Source: an optimization exercise on an open RTL-to-GDS flow (aim: small area and a short achievable clock period). Production flows keep margins and buffers that such runs may drop.
In this exercise RTL edits were held to simulation tests only and were not proved equivalent to the original.
Power is estimated from default activity; no workload was simulated.

oak:
// flash_cmd_trace
module flash_cmd_trace #(
    parameter int DEPTH_LOG2 = 6,
    parameter int TS_WIDTH   = 24
) (
    input  logic        clk,
    input  logic        rst_n,
    input  logic [7:0]  mon_cmd,
    input  logic        mon_stb,
    input  logic [1:0]  wb_addr,
    output logic [31:0] wb_rdata,
    input  logic [31:0] wb_wdata,
    input  logic        wb_we,
    input  logic        wb_cyc,
    output logic        wb_ack
);
Size: about 3,800 cells after synthesis, ~80 I/O pins, ~0.078 mm2 of cells after synthesis.
export LEC_CHECK = 0
export CAP_MARGIN = 5
export CORE_MARGIN = 2
export CORE_UTILIZATION = 50
export CTS_CLUSTER_DIAMETER = 70
export CTS_CLUSTER_SIZE = 24
export SETUP_SLACK_MARGIN = 2.75
export SLEW_MARGIN = 5
export SYNTH_HIERARCHICAL = 1
create_clock -name core_clock -period 6.0 [get_ports {clk}]
run.sh (not shown) runs the stock make flow with config.mk's settings and CLKGATE_MAP_FILE= SYNTH_SCRIPT=/design/flow/synth_recipe.tcl, a recipe that flattens the netlist after the stock synthesis.
--- input diff oak..pine ---
Settings: swapping 5 for 20 in CAP_MARGIN; swapping 2.75 for 3.0 in SETUP_SLACK_MARGIN; swapping 5 for 20 in SLEW_MARGIN.
==> run summary <==
In pine relative to oak, maximum achievable frequency had gone up by a few percent.
[compare] base=oak new=pine: total via count after detailed routing saw an increase; count of buffers from port buffering saw little to no change; final cell count saw an increase; power dissipated in the clock network saw an increase.
Utilization after layout (higher): pine
From oak to pine the numbers moved as follows: global placer's final weighted congestion now sits lower; met1 usage in global routing now sits higher; ratio of cells with drive above 1 in the final layout now sits higher; sum of negative setup slack now sits at about the same level.
pine vs oak, endpoint of the most critical setup path: wb_rdata[4] vs wb_rdata[16]
Edits applied to the flow inputs when going from pine to birch:
Settings: SETUP_SLACK_MARGIN: 3.0 -> 2.75.
[summary]
- birch against pine: number of rows in the core area ~0 delta; post-route fraction of the period consumed by the critical path +1.5 points; sequential share of layout area +2.3 points.
- The higher post-cts sizing count came out of pine.
- Comparing pine and birch, the lower wire length the detailed router placed on met1 was measured on birch.
- Run comparison: birch worst min-delay path class reg -> reg; pine worst min-delay path class in -> async
- pine → birch: combinational group share of total power fell by 0.3 points; multi-input combinational cell count level.
Relative to birch, the following input files were edited for maple:
Settings: swapping 50 for 60 in CORE_UTILIZATION.
--- outcome ---
- Row initial cell density of the core: maple higher / birch lower
- Non-clock buffer count, maple and birch: smaller value in birch
- maple vs. birch: worst hold slack went down by 0.014 ns.
- The die area in maple was lower than what birch gave.
- Of maple and birch, birch shows the higher sum of internal, switching and leakage power, with maple below it.
- Compared with birch, maple shows a layout-stage area growth over the synthesis result that is 0.33 points higher.

========
Setup of the previous run:
The RTL this note starts from:
==> flow/design.v <==
module flash_cmd_trace #(
    parameter int DEPTH_LOG2 = 6,
    parameter int TS_WIDTH   = 24
) (
    input  logic        clk,
    input  logic        rst_n,
    input  logic [7:0]  mon_cmd,
    input  logic        mon_stb,
    input  logic [1:0]  wb_addr,
    output logic [31:0] wb_rdata,
    input  logic [31:0] wb_wdata,
    input  logic        wb_we,
    input  logic        wb_cyc,
    output logic        wb_ack
);
    localparam int DEPTH = 1 << DEPTH_LOG2;
    localparam int ADEPTH = DEPTH - 1;
    logic [TS_WIDTH-1:0]   ts;
    logic [31:0]           arr [ADEPTH];
    logic [31:0]           head;
    logic [7:0]            wr_hi, wr_lo;
    logic [7:0]            rd_hi, rd_lo;
    logic [DEPTH_LOG2:0]   level;
    logic [7:0]            drop_cnt;
    logic                  ovf;
    logic                  enable;
    logic                  empty;
    logic                  full;
    logic                  one;
    logic                  two;
    logic                  ctrl_wr;
    logic                  clr;
    logic                  pop;
    logic                  eligible;
    logic                  push;
    logic                  drop;
    logic                  inc;
    logic                  dec;
    logic                  filt_ok;
    logic                  arr_wr;
    logic [31:0]           entry;
    logic [31:0]           filt_rd;
    logic [31:0]           status;
    assign entry = {mon_cmd, 24'(ts)};
    assign ctrl_wr  = wb_ack & wb_we & (wb_addr == 2'd0);
    assign clr      = ctrl_wr & wb_wdata[1];
    assign pop      = wb_ack & ~wb_we & (wb_addr == 2'd1) & ~empty;
    assign eligible = mon_stb & enable & ~clr & filt_ok;
    assign push     = eligible & (~full | pop);
    assign drop     = eligible & full & ~pop;
    assign inc      = push & ~pop;
    assign dec      = pop & ~push;
    assign arr_wr   = push & ~empty & ~(one & pop);
    logic       filt_en;
    logic [7:0] filt_mask;
    logic [7:0] filt_match;
    assign filt_ok = ~filt_en | ((mon_cmd & filt_mask) == (filt_match & filt_mask));
    assign filt_rd = {15'b0, filt_en, filt_mask, filt_match};
    always_ff @(posedge clk or negedge rst_n) begin
        if (!rst_n) begin
            filt_en    <= 1'b0;
            filt_mask  <= 8'h00;
            filt_match <= 8'h00;
        end else if (wb_ack && wb_we && wb_addr == 2'd2) begin
            filt_en    <= wb_wdata[16];
            filt_mask  <= wb_wdata[15:8];
            filt_match <= wb_wdata[7:0];
        end
    end
    logic [31:0] stg;
    logic        stg_v;
    logic        byp;
    always_ff @(posedge clk) begin
        stg <= entry;
    end
    always_ff @(posedge clk or negedge rst_n) begin
        if (!rst_n) begin
            stg_v <= 1'b0;
            byp   <= 1'b0;
        end else begin
            stg_v <= arr_wr;
            byp   <= arr_wr & (one | (two & pop));
        end
    end
    always_ff @(posedge clk) begin
        for (int i = 0; i < ADEPTH; i++) begin
            if (stg_v && wr_hi[i / 8] && wr_lo[i % 8]) begin
                arr[i] <= stg;
            end
        end
    end
    logic [ADEPTH-1:0] rd_sel;
    logic [31:0]       arr_rd;
    always_comb begin
        for (int i = 0; i < ADEPTH; i++) begin
            rd_sel[i] = rd_hi[i / 8] & rd_lo[i % 8] & ~byp;
        end
    end
    for (genvar b = 0; b < 32; b++) begin : g_rdm
        logic [ADEPTH/3-1:0] grp_n;
        for (genvar g = 0; g < ADEPTH / 3; g++) begin : g_grp
            flash_cmd_trace_aoi222 u_aoi (
                .a0(arr[3*g][b]),   .s0(rd_sel[3*g]),
                .a1(arr[3*g+1][b]), .s1(rd_sel[3*g+1]),
                .a2(arr[3*g+2][b]), .s2(rd_sel[3*g+2]),
                .y(grp_n[g])
            );
        end
        logic [6:0] part;
        logic [3:0] part_n;
        for (genvar k = 0; k < 7; k++) begin : g_p
            flash_cmd_trace_nand3 u_nand (.a(grp_n[3*k]), .b(grp_n[3*k+1]), .c(grp_n[3*k+2]), .y(part[k]));
        end
        for (genvar k = 0; k < 3; k++) begin : g_q
            flash_cmd_trace_nor2 u_nor (.a(part[2*k]), .b(part[2*k+1]), .y(part_n[k]));
        end
        flash_cmd_trace_nor2 u_nor_last (.a(part[6]), .b(stg[b] & byp), .y(part_n[3]));
        assign arr_rd[b] = ~&part_n;
    end
    always_ff @(posedge clk) begin
        if (pop || empty) begin
            head <= (empty || one) ? entry : arr_rd;
        end
    end
    logic [DEPTH_LOG2:0] lvl_up, lvl_dn;
    logic up_c, dn_c;
    always_comb begin
        up_c = 1'b1;
        dn_c = 1'b1;
        for (int b = 0; b <= DEPTH_LOG2; b++) begin
            lvl_up[b] = level[b] ^ up_c;
            lvl_dn[b] = level[b] ^ dn_c;
            up_c = up_c & level[b];
            dn_c = dn_c & ~level[b];
        end
    end
    logic wr_wrap, rd_wrap;
    assign wr_wrap = wr_hi[7] & wr_lo[6];
    assign rd_wrap = rd_hi[7] & rd_lo[6];
    always_ff @(posedge clk or negedge rst_n) begin
        if (!rst_n) begin
            ts       <= '0;
            wr_hi    <= 8'h01;
            wr_lo    <= 8'h01;
            rd_hi    <= 8'h01;
            rd_lo    <= 8'h01;
            level    <= '0;
            empty    <= 1'b1;
            one      <= 1'b0;
            two      <= 1'b0;
            full     <= 1'b0;
            drop_cnt <= 8'h00;
            ovf      <= 1'b0;
            enable   <= 1'b1;
            wb_ack   <= 1'b0;
        end else begin
            wb_ack <= wb_cyc & ~wb_ack;
            ts     <= clr ? '0 : ts + 1'b1;
            if (ctrl_wr) begin
                enable <= wb_wdata[0];
            end
            if (clr) begin
                wr_hi    <= 8'h01;
            wr_lo    <= 8'h01;
                rd_hi    <= 8'h01;
            rd_lo    <= 8'h01;
                level    <= '0;
                empty    <= 1'b1;
                one      <= 1'b0;
                two      <= 1'b0;
                full     <= 1'b0;
                drop_cnt <= 8'h00;
                ovf      <= 1'b0;
            end else begin
                if (stg_v) begin
                    wr_lo <= wr_wrap ? 8'h01 : {wr_lo[6:0], wr_lo[7]};
                    if (wr_wrap || wr_lo[7]) begin
                        wr_hi <= wr_wrap ? 8'h01 : {wr_hi[6:0], wr_hi[7]};
                    end
                end
                if (pop && !one) begin
                    rd_lo <= rd_wrap ? 8'h01 : {rd_lo[6:0], rd_lo[7]};
                    if (rd_wrap || rd_lo[7]) begin
                        rd_hi <= rd_wrap ? 8'h01 : {rd_hi[6:0], rd_hi[7]};
                    end
                end
                if (inc) begin
                    level <= lvl_up;
                    empty <= 1'b0;
                    one   <= empty;
                    two   <= one;
                    full  <= (level == 7'd63);
                end else if (dec) begin
                    level <= lvl_dn;
                    empty <= one;
                    one   <= two;
                    two   <= (level == 7'd3);
                    full  <= 1'b0;
                end
                if (drop) begin
                    ovf <= 1'b1;
                    if (drop_cnt != 8'hFF) begin
                        drop_cnt <= drop_cnt + 1'b1;
                    end
                end
            end
        end
    end
    assign status = {empty, full, ovf, enable, 4'b0, drop_cnt, 16'(level)};
    logic [7:0] ackc;
    logic [7:0] acknec;
    logic       empty_nx;
    assign empty_nx = clr | (dec ? one : (empty & ~inc));
    always_ff @(posedge clk or negedge rst_n) begin
        if (!rst_n) begin
            ackc   <= 8'b0;
            acknec <= 8'b0;
        end else begin
            for (int k = 0; k < 8; k++) begin
                ackc[k]   <= wb_cyc & ~ackc[k];
                acknec[k] <= wb_cyc & ~ackc[k] & ~empty_nx;
            end
        end
    end
    logic [31:0] sq, hq, fq;
    always_comb begin
        for (int i = 0; i < 32; i++) begin
            sq[i] = status[i] & ackc[i / 4];
            hq[i] = head[i] & acknec[i / 4];
            fq[i] = filt_rd[i] & ackc[(i + 2) % 32 / 4];
        end
    end
    for (genvar i = 0; i < 32; i++) begin : g_rd
        if (i >= 24 && i <= 27) begin : g_h
            flash_cmd_trace_rd_h u_rd (.we(wb_we), .a(wb_addr), .h(hq[i]), .y(wb_rdata[i]));
        end else if (i >= 17) begin : g_sh
            flash_cmd_trace_rd_sh u_rd (.we(wb_we), .a(wb_addr), .s(sq[i]), .h(hq[i]), .y(wb_rdata[i]));
        end else if (i >= 7 && i <= 15) begin : g_hf
            flash_cmd_trace_rd_hf u_rd (.we(wb_we), .a(wb_addr), .h(hq[i]), .f(fq[i]), .y(wb_rdata[i]));
        end else begin : g_shf
            flash_cmd_trace_rd_shf u_rd (.we(wb_we), .a(wb_addr), .s(sq[i]), .h(hq[i]), .f(fq[i]),
                                         .y(wb_rdata[i]));
        end
    end
endmodule
module flash_cmd_trace_rd_h (
    input  logic       we,
    input  logic [1:0] a,
    input  logic       h,
    output logic       y
);
    assign y = ~we & ~a[1] & a[0] & h;
endmodule
module flash_cmd_trace_rd_sh (
    input  logic       we,
    input  logic [1:0] a,
    input  logic       s,
    input  logic       h,
    output logic       y
);
    assign y = ~we & ~a[1] & (a[0] ? h : s);
endmodule
module flash_cmd_trace_rd_hf (
    input  logic       we,
    input  logic [1:0] a,
    input  logic       h,
    input  logic       f,
    output logic       y
);
    assign y = ~we & (a[0] ^ a[1]) & (a[0] ? h : f);
endmodule
module flash_cmd_trace_rd_shf (
    input  logic       we,
    input  logic [1:0] a,
    input  logic       s,
    input  logic       h,
    input  logic       f,
    output logic       y
);
    assign y = ~we & ~(a[0] & a[1]) & (a[0] ? h : (a[1] ? f : s));
endmodule
module flash_cmd_trace_aoi222 (
    input  logic a0,
    input  logic s0,
    input  logic a1,
    input  logic s1,
    input  logic a2,
    input  logic s2,
    output logic y
);
    assign y = ~((a0 & s0) | (a1 & s1) | (a2 & s2));
endmodule
module flash_cmd_trace_nand3 (
    input  logic a,
    input  logic b,
    input  logic c,
    output logic y
);
    assign y = ~(a & b & c);
endmodule
module flash_cmd_trace_nor2 (
    input  logic a,
    input  logic b,
    output logic y
);
    assign y = ~(a | b);
endmodule
clock: 6.0 ns
lec_check: 0
cap_margin: 20
core_margin: 2
core_utilization: 50
cts_cluster_diameter: 70
cts_cluster_size: 24
setup_slack_margin: 2.75
slew_margin: 20
synth_hierarchical: 1
standard.sh (not shown) runs the stock make flow with config.mk's settings and CLKGATE_MAP_FILE= SYNTH_SCRIPT=/design/flow/synth_recipe.tcl, a recipe that flattens the netlist after the stock synthesis.
==> flow/flow/run.sh <==
#!/bin/bash
# The standard layout (the standard.sh, all steps unchanged) except that the ports are
# buffered with sky130_fd_sc_hd__buf_4 instead of the cell buffer_ports picks by default
# (a weak delay buffer, which makes the placement-stage repair build buffer trees behind the
# input ports). Every port still gets its own buffer. standard.sh keeps each ORFS step's log
# under orfs/logs; its own output goes to standard.log.
export BUFFER_PORTS_ARGS="-buffer_cell sky130_fd_sc_hd__buf_4"
bash standard.sh > standard.log 2>&1
The previous run: done, clean on timing, DRC and antenna
The inputs of the current run differ from those of the previous run as listed below.
Settings: PLACE_DENSITY newly set to 0.7; SETUP_SLACK_MARGIN changed from 2.75 to 2.85.
==> flow/run.sh (new file) <==
#!/bin/bash
# synth_recipe.tcl (not shown) runs the flow's synth.tcl, then flattens the netlist and writes it again
# the make line also repeats each setting of config.mk as NAME=value (left out here)
make -C /OpenROAD-flow-scripts/flow DESIGN_CONFIG=/design/flow/config.mk WORK_HOME=/design/flow/orfs CLKGATE_MAP_FILE= SYNTH_SCRIPT=/design/flow/synth_recipe.tcl finish
removed: flow/flow/run.sh
removed: flow/standard.sh
--- outcome ---
- Count of inserted antenna diode cells | the current run above the previous run
- The sequential share of layout area of the current run falls short of that of the previous run by 0.64 points.
- Compared with the previous run, the current run shows a post-layout net count that is 51 higher.
- The previous run → the current run: cell area after layout went up 0.87%, wire length higher, stage delay of the slowest cell on the critical path moved down, final-layout worst hold slack shows no meaningful change.
- Clock-cell share of area was lower in the current run than in the previous run.
- Of the previous run and the current run, the lower buffer count from post-CTS setup fixing belongs to the previous run.
- Compared with the previous run, in the current run met1 usage dropped 1.1 points; time the final worst path needs with I/O delays and setup has decreased.

static timing again, ports no longer ideal:
The flow's constraints put no driver on any port. The routed layouts listed below were extracted and timed again, unchanged, in two steps. Step 1 sets driving cells, clkbuf_16 on the clock port and buf_2 on the other inputs (assumed; they add their load-dependent delay and slew). Step 2 also shifts input and output timing later by t, the mid clock arrival at the registers, as if the neighbouring blocks saw the same clock. Three values: no drivers, after step 1, after step 2; two values: the first two.
run	shift t [ns]	setup slack, ns	hold slack, ns	worst data-port slew with drivers (ns)	cell pins on the clock port's net
oak	0.853	2.608 / 2.514 / 1.956	0.433 / 0.433 / 0.433	0.15	1
pine	0.865	2.745 / 2.458 / 2.123	0.369 / 0.308 / 0.430	0.39	1
birch	0.843	2.658 / 2.563 / 1.969	0.438 / 0.438 / 0.438	0.14	1
maple	0.831	2.649 / 2.593 / 2.021	0.424 / 0.424 / 0.424	0.18	1
the previous run	0.857	2.675 / 2.638 / 2.228	0.417 / 0.417 / 0.417	0.15	1
the current run	0.847	2.691 / 2.346 / 1.987	0.415 / 0.415 / 0.415	0.49	1
After both steps setup and hold are still met in every run listed. For the current run, which loses most, drivers alone change the setup slack by -0.345 ns; drivers and shift together by -0.704 ns.
